This is an optimization exercise on Yosys and OpenROAD, whose aim is small area, a short achievable clock period and few clock cycles per item, not a production implementation.
RTL that was checked went through simulation tests only; none was proved equivalent to the original.

v6:
// mandel_engine
module mandel_engine #(
    parameter int BITS      = 16,
    parameter int ITER_BITS = 7
) (
    input  logic                   clk,
    input  logic                   rst_n,
    input  logic                   in_valid,
    output logic                   in_ready,
    input  logic signed [BITS-1:0] in_x,
    input  logic signed [BITS-1:0] in_y,
    input  logic                   julia_mode,
    input  logic signed [BITS-1:0] julia_cx,
    input  logic signed [BITS-1:0] julia_cy,
    input  logic [ITER_BITS-1:0]   max_iter,
    input  logic                   abort,
    output logic                   out_valid,
    input  logic                   out_ready,
    output logic [ITER_BITS-1:0]   out_iter,
    output logic                   out_escaped,
    output logic                   busy
);
export LEC_CHECK = 0
export CAP_MARGIN = 20
export CORE_MARGIN = 2
export CORE_UTILIZATION = 65
export CTS_BUF_LIST = sky130_fd_sc_hd__clkbuf_8
export PLACE_DENSITY = 0.75
export SLEW_MARGIN = 20
export SYNTH_HIERARCHICAL = 1
export SYNTH_MINIMUM_KEEP_SIZE = 0
create_clock -name core_clock -period 14.0 [get_ports {clk}]
standard.sh (not shown) runs the stock make flow with config.mk's settings and CLKGATE_MAP_FILE= SYNTH_SCRIPT=/design/flow/synth_recipe.tcl, a recipe that flattens the netlist after the stock synthesis.
==> flow/flow/run.sh <==
#!/bin/bash
# The standard layout (standard.sh), with the port buffers made from
# sky130_fd_sc_hd__buf_1 cells instead of the default choice of a delay
# buffer, clock tree synthesis without dummy loads, and gain-based buffering
# of high-fanout nets after global placement (flow/gain.tcl) and after
# detailed placement (flow/bufs.tcl).
set -euo pipefail
export BUFFER_PORTS_ARGS="-buffer_cell sky130_fd_sc_hd__buf_1"
export CTS_ARGS="-sink_clustering_enable -repair_clock_nets -buf_list sky130_fd_sc_hd__clkbuf_8 -dont_use_dummy_load"
export POST_GLOBAL_PLACE_TCL="$(pwd)/flow/gain.tcl"
export POST_DETAIL_PLACE_TCL="$(pwd)/flow/bufs.tcl"
bash standard.sh > standard.log 2>&1
==> flow/flow/bufs.tcl <==
# After detailed placement: buffers that drive many loads get a stronger
# drive of their own kind (buf_4 -> buf_8).
set n 0
foreach inst [get_cells *] {
  if {[get_property $inst ref_name] ne "sky130_fd_sc_hd__buf_4"} { continue }
  set o [get_pins -of_objects $inst -filter "direction == output"]
  set loads [llength [get_pins -of_objects [get_nets -of_objects $o] -filter "direction == input"]]
  if {$loads >= 16} {
    replace_cell $inst sky130_fd_sc_hd__buf_8
    incr n
  }
}
puts "bufs.tcl: upsized $n buffers"
==> flow/flow/gain.tcl <==
# After global placement: registers that drive many loads get the
# strongest drive of their own cell type (dfxtp_1 -> dfxtp_4).
set n 0
foreach inst [get_cells *] {
  if {[get_property $inst ref_name] ne "sky130_fd_sc_hd__dfxtp_1"} { continue }
  set q [get_pins -of_objects $inst -filter "direction == output"]
  set loads [llength [get_pins -of_objects [get_nets -of_objects $q] -filter "direction == input"]]
  if {$loads >= 8} {
    replace_cell $inst sky130_fd_sc_hd__dfxtp_4
    incr n
  }
}
puts "gain.tcl: upsized $n registers"
What v7 does differently from v6 at the input level:
--- a/flow/design.v
+++ b/flow/design.v
@@ -113,16 +113,17 @@
     input  logic        [15:0] zxn,
     input  logic        [15:0] zyn,
     input  logic signed [15:0] cx,
     input  logic signed [15:0] cy,
     output logic        [16:0] xn,
     output logic        [16:0] yn,
     output logic               mesc
 );
+    wire big = (zxn[15] ^ zxn[14]) | (zyn[15] ^ zyn[14]);
     wire [14:0] x = ~zxn[14:0];
     wire [14:0] y = ~zyn[14:0];
     wire qxp0 = x[0] & x[1];
     wire qxp1 = x[0] & x[2];
     wire qxp2 = x[0] & x[3];
     wire qxp3 = x[0] & x[4];
     wire qxp4 = x[0] & x[5];
     wire qxp5 = x[0] & x[6];
@@ -1545,17 +1546,17 @@
     wire [16:0] xs0 = {s938, s937, s936, c934, s934, c932, s932, s931, c929, c928, c927, c926, c925, c924, c923, c922, s922};
     wire [16:0] xs1 = {c937, c936, c935, s935, c933, s933, c931, c930, s930, s929, s928, s927, s926, s925, s924, s923, qyls[13]};
     wire [16:0] xn17 = xs0 + xs1 + qxls[13];
     wire [16:0] ys0 = {s789, s788, c786, s786, c784, c783, c782, s782, c780, c779, c778, c777, c776, c775, c774, c773, c772};
     wire [16:0] ys1 = {c788, c787, s787, c785, s785, s784, s783, c781, s781, s780, s779, s778, s777, s776, s775, s774, s773};
     wire [16:0] yn17 = ys0 + ys1 + mxyls[12];
     assign xn   = xn17;
     assign yn   = yn17;
-    assign mesc = mag[16];
+    assign mesc = big | mag[16];
 endmodule
 module mandel_fa (
     input  logic a,
     input  logic b,
     input  logic c,
     output logic s,
     output logic co
 );
No stage failed in v7, and the final checks on the layout all came back clean.
Summary of v7 over v6: worst setup slack now larger, sequential share of layout area comparable, total number of multi-input combinational cells now smaller, final cell count now smaller.
On proportion of final cell area spent on non-clock buffers, v7 and v6 are neck and neck.
Between v7 and v6, the difference in clock network area share is negligible.
Summary of v7 over v6: routed wirelength normalized by instance count fell by about 2%; wire length decreased by about 2.5% relative to the old numbers; sum of met2 wire segment lengths after detailed routing dropped 330 um.
Testbench counts of v7, summed over its fixed seeds: cycles 83,179, points 2,048.
For v6, only the layout was checked, not whether the RTL still works.


Setup of lane 2:
Another version of the RTL of mandel_engine (not shown whole).
For scale: ~1700 cells after synthesis.
// mandel_engine
module mandel_engine #(
    parameter int BITS      = 16,
    parameter int ITER_BITS = 7
) (
    input  logic                   clk,
    input  logic                   rst_n,
    input  logic                   in_valid,
    output logic                   in_ready,
    input  logic signed [BITS-1:0] in_x,
    input  logic signed [BITS-1:0] in_y,
    input  logic                   julia_mode,
    input  logic signed [BITS-1:0] julia_cx,
    input  logic signed [BITS-1:0] julia_cy,
    input  logic [ITER_BITS-1:0]   max_iter,
    input  logic                   abort,
    output logic                   out_valid,
    input  logic                   out_ready,
    output logic [ITER_BITS-1:0]   out_iter,
    output logic                   out_escaped,
    output logic                   busy
);
    logic run_q, done_q;
    logic [6:0] iter_q, lim_q;
    logic signed [15:0] cx_q, cy_q;
    logic [15:0] zxn_q, zyn_q;
    logic [14:0] sxn_q, syn_q;
    logic [16:0] xn, yn;
    logic mesc;
    logic mesc_q, xh_q, yh_q, stop_q;
    mandel_dp u_dp (
        .zxn (zxn_q),
        .zyn (zyn_q),
        .cx  (cx_q),
        .cy  (cy_q),
        .xn  (xn),
        .yn  (yn),
        .mesc(mesc)
    );
    logic esc, fin, cyc, ckpt;
    assign esc  = mesc_q || (xh_q == zxn_q[15]) || (yh_q == zyn_q[15]);
    assign fin  = run_q && (esc || stop_q || cyc);
    assign cyc  = (zxn_q[14:0] == sxn_q) && (zyn_q[14:0] == syn_q) &&
                  (zxn_q[15] == zxn_q[14]) && (zyn_q[15] == zyn_q[14]) &&
                  (iter_q != '0);
    assign ckpt = ((iter_q & (iter_q - 7'd1)) == '0) || (iter_q[3:0] == '0);
    logic idle, accept;
    assign idle   = !run_q && !done_q;
    assign accept = idle && in_valid;
    always_ff @(posedge clk) begin
        if (!rst_n || abort) begin
            run_q  <= 1'b0;
            done_q <= 1'b0;
        end else if (accept) begin
            run_q  <= 1'b1;
        end else if (fin) begin
            run_q  <= 1'b0;
            done_q <= !out_ready;
        end else if (done_q && out_ready) begin
            done_q <= 1'b0;
        end
    end
    always_ff @(posedge clk) begin
  ...
export LEC_CHECK = 0
export CAP_MARGIN = 20
export CORE_MARGIN = 2
export CORE_UTILIZATION = 65
export CTS_BUF_LIST = sky130_fd_sc_hd__clkbuf_8
export PLACE_DENSITY = 0.75
export SLEW_MARGIN = 20
export SYNTH_HIERARCHICAL = 1
export SYNTH_MINIMUM_KEEP_SIZE = 0
create_clock -name core_clock -period 14.0 [get_ports {clk}]
==> flow/flow/run.sh <==
#!/bin/bash
# The standard layout (standard.sh), with the port buffers made from
# sky130_fd_sc_hd__buf_1 cells instead of the default choice of a delay
# buffer, clock tree synthesis without dummy loads, and gain-based buffering
# of high-fanout nets after global placement (flow/gain.tcl).
set -euo pipefail
export BUFFER_PORTS_ARGS="-buffer_cell sky130_fd_sc_hd__buf_1"
export CTS_ARGS="-sink_clustering_enable -repair_clock_nets -buf_list sky130_fd_sc_hd__clkbuf_8 -dont_use_dummy_load"
export POST_GLOBAL_PLACE_TCL="$(pwd)/flow/gain.tcl"
bash standard.sh > standard.log 2>&1
Scripts as last shown in full above: flow/flow/gain.tcl
Testbench counts of lane 2, summed over its fixed seeds: cycles 84,151, points 2,048.
The following lists how lane 1 was set up differently from lane 2:
--- a/flow/design.v
+++ b/flow/design.v
@@ -31,19 +31,20 @@
         .zxn (zxn_q),
         .zyn (zyn_q),
         .cx  (cx_q),
         .cy  (cy_q),
         .xn  (xn),
         .yn  (yn),
         .mesc(mesc)
     );
-    logic esc, fin, cyc, ckpt;
+    logic esc, big, fin, cyc, ckpt;
     assign esc  = mesc_q || (xh_q == zxn_q[15]) || (yh_q == zyn_q[15]);
-    assign fin  = run_q && (esc || stop_q || cyc);
+    assign big  = (zxn_q[15] != zxn_q[14]) || (zyn_q[15] != zyn_q[14]);
+    assign fin  = run_q && (esc || stop_q || big || cyc);
     assign cyc  = (zxn_q[14:0] == sxn_q) && (zyn_q[14:0] == syn_q) &&
                   (zxn_q[15] == zxn_q[14]) && (zyn_q[15] == zyn_q[14]) &&
                   (iter_q != '0);
     assign ckpt = ((iter_q & (iter_q - 7'd1)) == '0) || (iter_q[3:0] == '0);
     logic idle, accept;
     assign idle   = !run_q && !done_q;
     assign accept = idle && in_valid;
     always_ff @(posedge clk) begin
@@ -82,43 +83,46 @@
         end
     end
     always_ff @(posedge clk) begin
         if (run_q && ckpt) begin
             sxn_q <= zxn_q[14:0];
             syn_q <= zyn_q[14:0];
         end
     end
-    logic esc_h;
+    logic oesc, esc_h, e1_h;
+    logic [1:0] back;
+    assign oesc = esc || (!stop_q && big);
     always_ff @(posedge clk) begin
         if (accept) begin
             iter_q <= '0;
             stop_q <= 1'b0;
         end else if (run_q) begin
             iter_q <= iter_q + 7'd1;
             stop_q <= iter_q == lim_q;
-            esc_h  <= esc;
+            esc_h  <= oesc;
+            e1_h   <= esc;
         end
     end
+    assign back        = run_q ? {1'b0, esc} : {e1_h, !e1_h};
     assign in_ready    = rst_n && idle;
     assign busy        = !idle;
     assign out_valid   = done_q || fin;
-    assign out_escaped = run_q ? esc : esc_h;
-    assign out_iter    = out_escaped ? iter_q + {6'b111111, !done_q} : lim_q;
+    assign out_escaped = run_q ? oesc : esc_h;
+    assign out_iter    = out_escaped ? iter_q - {5'd0, back} : lim_q;
 endmodule
 module mandel_dp (
     input  logic        [15:0] zxn,
     input  logic        [15:0] zyn,
     input  logic signed [15:0] cx,
     input  logic signed [15:0] cy,
     output logic        [16:0] xn,
     output logic        [16:0] yn,
     output logic               mesc
 );
-    wire big = (zxn[15] ^ zxn[14]) | (zyn[15] ^ zyn[14]);
     wire [14:0] x = ~zxn[14:0];
     wire [14:0] y = ~zyn[14:0];
     wire qxp0 = x[0] & x[1];
     wire qxp1 = x[0] & x[2];
     wire qxp2 = x[0] & x[3];
     wire qxp3 = x[0] & x[4];
     wire qxp4 = x[0] & x[5];
     wire qxp5 = x[0] & x[6];
@@ -1541,17 +1545,17 @@
     wire [16:0] xs0 = {s938, s937, s936, c934, s934, c932, s932, s931, c929, c928, c927, c926, c925, c924, c923, c922, s922};
     wire [16:0] xs1 = {c937, c936, c935, s935, c933, s933, c931, c930, s930, s929, s928, s927, s926, s925, s924, s923, qyls[13]};
     wire [16:0] xn17 = xs0 + xs1 + qxls[13];
     wire [16:0] ys0 = {s789, s788, c786, s786, c784, c783, c782, s782, c780, c779, c778, c777, c776, c775, c774, c773, c772};
     wire [16:0] ys1 = {c788, c787, s787, c785, s785, s784, s783, c781, s781, s780, s779, s778, s777, s776, s775, s774, s773};
     wire [16:0] yn17 = ys0 + ys1 + mxyls[12];
     assign xn   = xn17;
     assign yn   = yn17;
-    assign mesc = big | mag[16];
+    assign mesc = mag[16];
 endmodule
 module mandel_fa (
     input  logic a,
     input  logic b,
     input  logic c,
     output logic s,
     output logic co
 );
Notes after the runs:
Diff lane 2 -> lane 1: clock-pin slew on the worst setup and hold paths did not really move, worst setup slack after placement went down, remaining design rule violation count did not really move, final worst slack went down. Diff lane 2 -> lane 1: cell area after layout climbed about 1.1%, share of the synthesized netlist area taken by xor and xnor gates dropped 0.42 points, overall global routing resource usage dropped 0.15 points, count of flip-flops with a built-in enable after synthesis climbed about 1.4%. Delta (lane 1 minus lane 2): synthesized cell count higher; slew of the pin with the lowest slew margin lower.
Only the layout flow was run in lane 1; the RTL was not checked for function there.


Another version of the RTL of mandel_engine (not shown whole).
Size: about 1700 cells after synthesis, roughly 120 flip-flops, about 88 I/O pins, roughly 0.019 mm2 of cells after synthesis.
==> flow/config.mk <==
export PLATFORM = sky130hd
export DESIGN_NAME = mandel_engine
export DESIGN_NICKNAME = mandel_engine
export VERILOG_FILES = /design/flow/design.v
export SDC_FILE = /design/flow/constraint.sdc
export NUM_CORES = 4
export LEC_CHECK = 0
export CAP_MARGIN = 20
export CORE_MARGIN = 2
export CORE_UTILIZATION = 65
export CTS_BUF_LIST = sky130_fd_sc_hd__clkbuf_8
export PLACE_DENSITY = 0.75
export SLEW_MARGIN = 20
export SYNTH_HIERARCHICAL = 1
export SYNTH_MINIMUM_KEEP_SIZE = 0
==> flow/constraint.sdc <==
create_clock -name core_clock -period 14.0 [get_ports {clk}]
set_input_delay 2.8000 -clock core_clock [delete_from_list [all_inputs] [get_ports {clk}]]
set_output_delay 2.8000 -clock core_clock [all_outputs]
set_load 0.01 [all_outputs]
==> flow/flow/run.sh <==
#!/bin/bash
# The standard layout (standard.sh), with the port buffers made from
# sky130_fd_sc_hd__buf_1 cells instead of the default choice of a delay
# buffer, and clock tree synthesis without dummy loads.
set -euo pipefail
export BUFFER_PORTS_ARGS="-buffer_cell sky130_fd_sc_hd__buf_1"
export CTS_ARGS="-sink_clustering_enable -repair_clock_nets -buf_list sky130_fd_sc_hd__clkbuf_8 -dont_use_dummy_load"
bash standard.sh > standard.log 2>&1
==> next run, changes <==
--- a/flow/design.v
+++ b/flow/design.v
@@ -16,35 +16,38 @@
     output logic                   out_valid,
     input  logic                   out_ready,
     output logic [ITER_BITS-1:0]   out_iter,
     output logic                   out_escaped,
     output logic                   busy
 );
     logic run_q, done_q;
     logic [6:0] iter_q, lim_q;
     logic signed [15:0] cx_q, cy_q;
-    logic [15:0] zxn_q, zyn_q, sxn_q, syn_q;
+    logic [15:0] zxn_q, zyn_q;
+    logic [14:0] sxn_q, syn_q;
     logic [16:0] xn, yn;
     logic mesc;
     logic mesc_q, xh_q, yh_q, stop_q;
     mandel_dp u_dp (
         .zxn (zxn_q),
         .zyn (zyn_q),
         .cx  (cx_q),
         .cy  (cy_q),
         .xn  (xn),
         .yn  (yn),
         .mesc(mesc)
     );
     logic esc, fin, cyc, ckpt;
     assign esc  = mesc_q || (xh_q == zxn_q[15]) || (yh_q == zyn_q[15]);
     assign fin  = run_q && (esc || stop_q || cyc);
-    assign cyc  = (zxn_q == sxn_q) && (zyn_q == syn_q) && (iter_q != '0);
+    assign cyc  = (zxn_q[14:0] == sxn_q) && (zyn_q[14:0] == syn_q) &&
+                  (zxn_q[15] == zxn_q[14]) && (zyn_q[15] == zyn_q[14]) &&
+                  (iter_q != '0);
     assign ckpt = ((iter_q & (iter_q - 7'd1)) == '0) || (iter_q[3:0] == '0);
     logic idle, accept;
     assign idle   = !run_q && !done_q;
     assign accept = idle && in_valid;
     always_ff @(posedge clk) begin
         if (!rst_n || abort) begin
             run_q  <= 1'b0;
             done_q <= 1'b0;
         end else if (accept) begin
@@ -74,20 +77,20 @@
     always_ff @(posedge clk) begin
         if (accept) begin
             cx_q  <= julia_mode ? julia_cx : in_x;
             cy_q  <= julia_mode ? julia_cy : in_y;
             lim_q <= max_iter;
         end
     end
     always_ff @(posedge clk) begin
         if (run_q && ckpt) begin
-            sxn_q <= zxn_q;
-            syn_q <= zyn_q;
+            sxn_q <= zxn_q[14:0];
+            syn_q <= zyn_q[14:0];
         end
     end
     logic esc_h;
     always_ff @(posedge clk) begin
         if (accept) begin
             iter_q <= '0;
             stop_q <= 1'b0;
         end else if (run_q) begin
             iter_q <= iter_q + 7'd1;
@@ -1531,24 +1534,22 @@
     mandel_fa us935 (.a(c896), .b(s918), .c(c917), .s(s935), .co(c935));
     wire s936, c936;
     mandel_fa us936 (.a(c899), .b(s919), .c(c918), .s(s936), .co(c936));
     wire s937, c937;
     mandel_fa us937 (.a(c901), .b(s920), .c(c919), .s(s937), .co(c937));
     wire s938, c938;
     mandel_fa us938 (.a(c903), .b(s921), .c(c920), .s(s938), .co(c938));
     wire [16:0] xs0 = {s938, s937, s936, c934, s934, c932, s932, s931, c929, c928, c927, c926, c925, c924, c923, c922, s922};
     wire [16:0] xs1 = {c937, c936, c935, s935, c933, s933, c931, c930, s930, s929, s928, s927, s926, s925, s924, s923, qyls[13]};
-    wire [17:0] xn_s = {xs0, 1'b1} + {xs1, qxls[13]};
-    wire [16:0] xn17 = xn_s[17:1];
+    wire [16:0] xn17 = xs0 + xs1 + qxls[13];
     wire [16:0] ys0 = {s789, s788, c786, s786, c784, c783, c782, s782, c780, c779, c778, c777, c776, c775, c774, c773, c772};
     wire [16:0] ys1 = {c788, c787, s787, c785, s785, s784, s783, c781, s781, s780, s779, s778, s777, s776, s775, s774, s773};
-    wire [17:0] yn_s = {ys0, 1'b1} + {ys1, mxyls[12]};
-    wire [16:0] yn17 = yn_s[17:1];
+    wire [16:0] yn17 = ys0 + ys1 + mxyls[12];
     assign xn   = xn17;
     assign yn   = yn17;
     assign mesc = big | mag[16];
 endmodule
 module mandel_fa (
     input  logic a,
     input  logic b,
     input  logic c,
     output logic s,
The changed run completed without violations.
Core utilization went down by 0.64 points.
Routed wire length went down by a few percent.
Hold slack improves by 43 ps.
Final area went down slightly.
Via count went down by a few percent.
Die area went down slightly.
Maximum frequency went up by a few percent.
Testbench counts after the change, summed over its fixed seeds: cycles 84,151, points 2,048.
For the first run of this note, only the layout was checked, not whether the RTL still works.

-- static timing again, ports no longer ideal --
The results above use ideal ports. As a check the final layouts listed here were re-extracted and re-timed, cells and wires unchanged. Step 1: set_driving_cell puts a clkbuf_16 on clk and a buf_2 on each other input, an assumption about the parent block. Step 2 times the ports against the registers' clock, not the clock port: input delays grow and output delays shrink by t, the midpoint of the rising clock arrivals with the driver on. Slacks: ideal / step 1 / step 2; pairs: ideal / step 1.
run	t (ns)	setup slack, ns	worst setup path at the end
v6	0.496	7.769 / 7.769 / 7.769	register to register
v7	0.503	7.816 / 7.816 / 7.816	register to register
lane 2	0.487	7.753 / 7.753 / 7.753	register to register
lane 1	0.492	7.650 / 7.650 / 7.650	register to register
the first run of note 3	0.502	7.365 / 7.365 / 7.365	register to register
the second run of note 3	0.487	7.799 / 7.799 / 7.799	register to register
After both steps setup and hold are still met in every run listed.
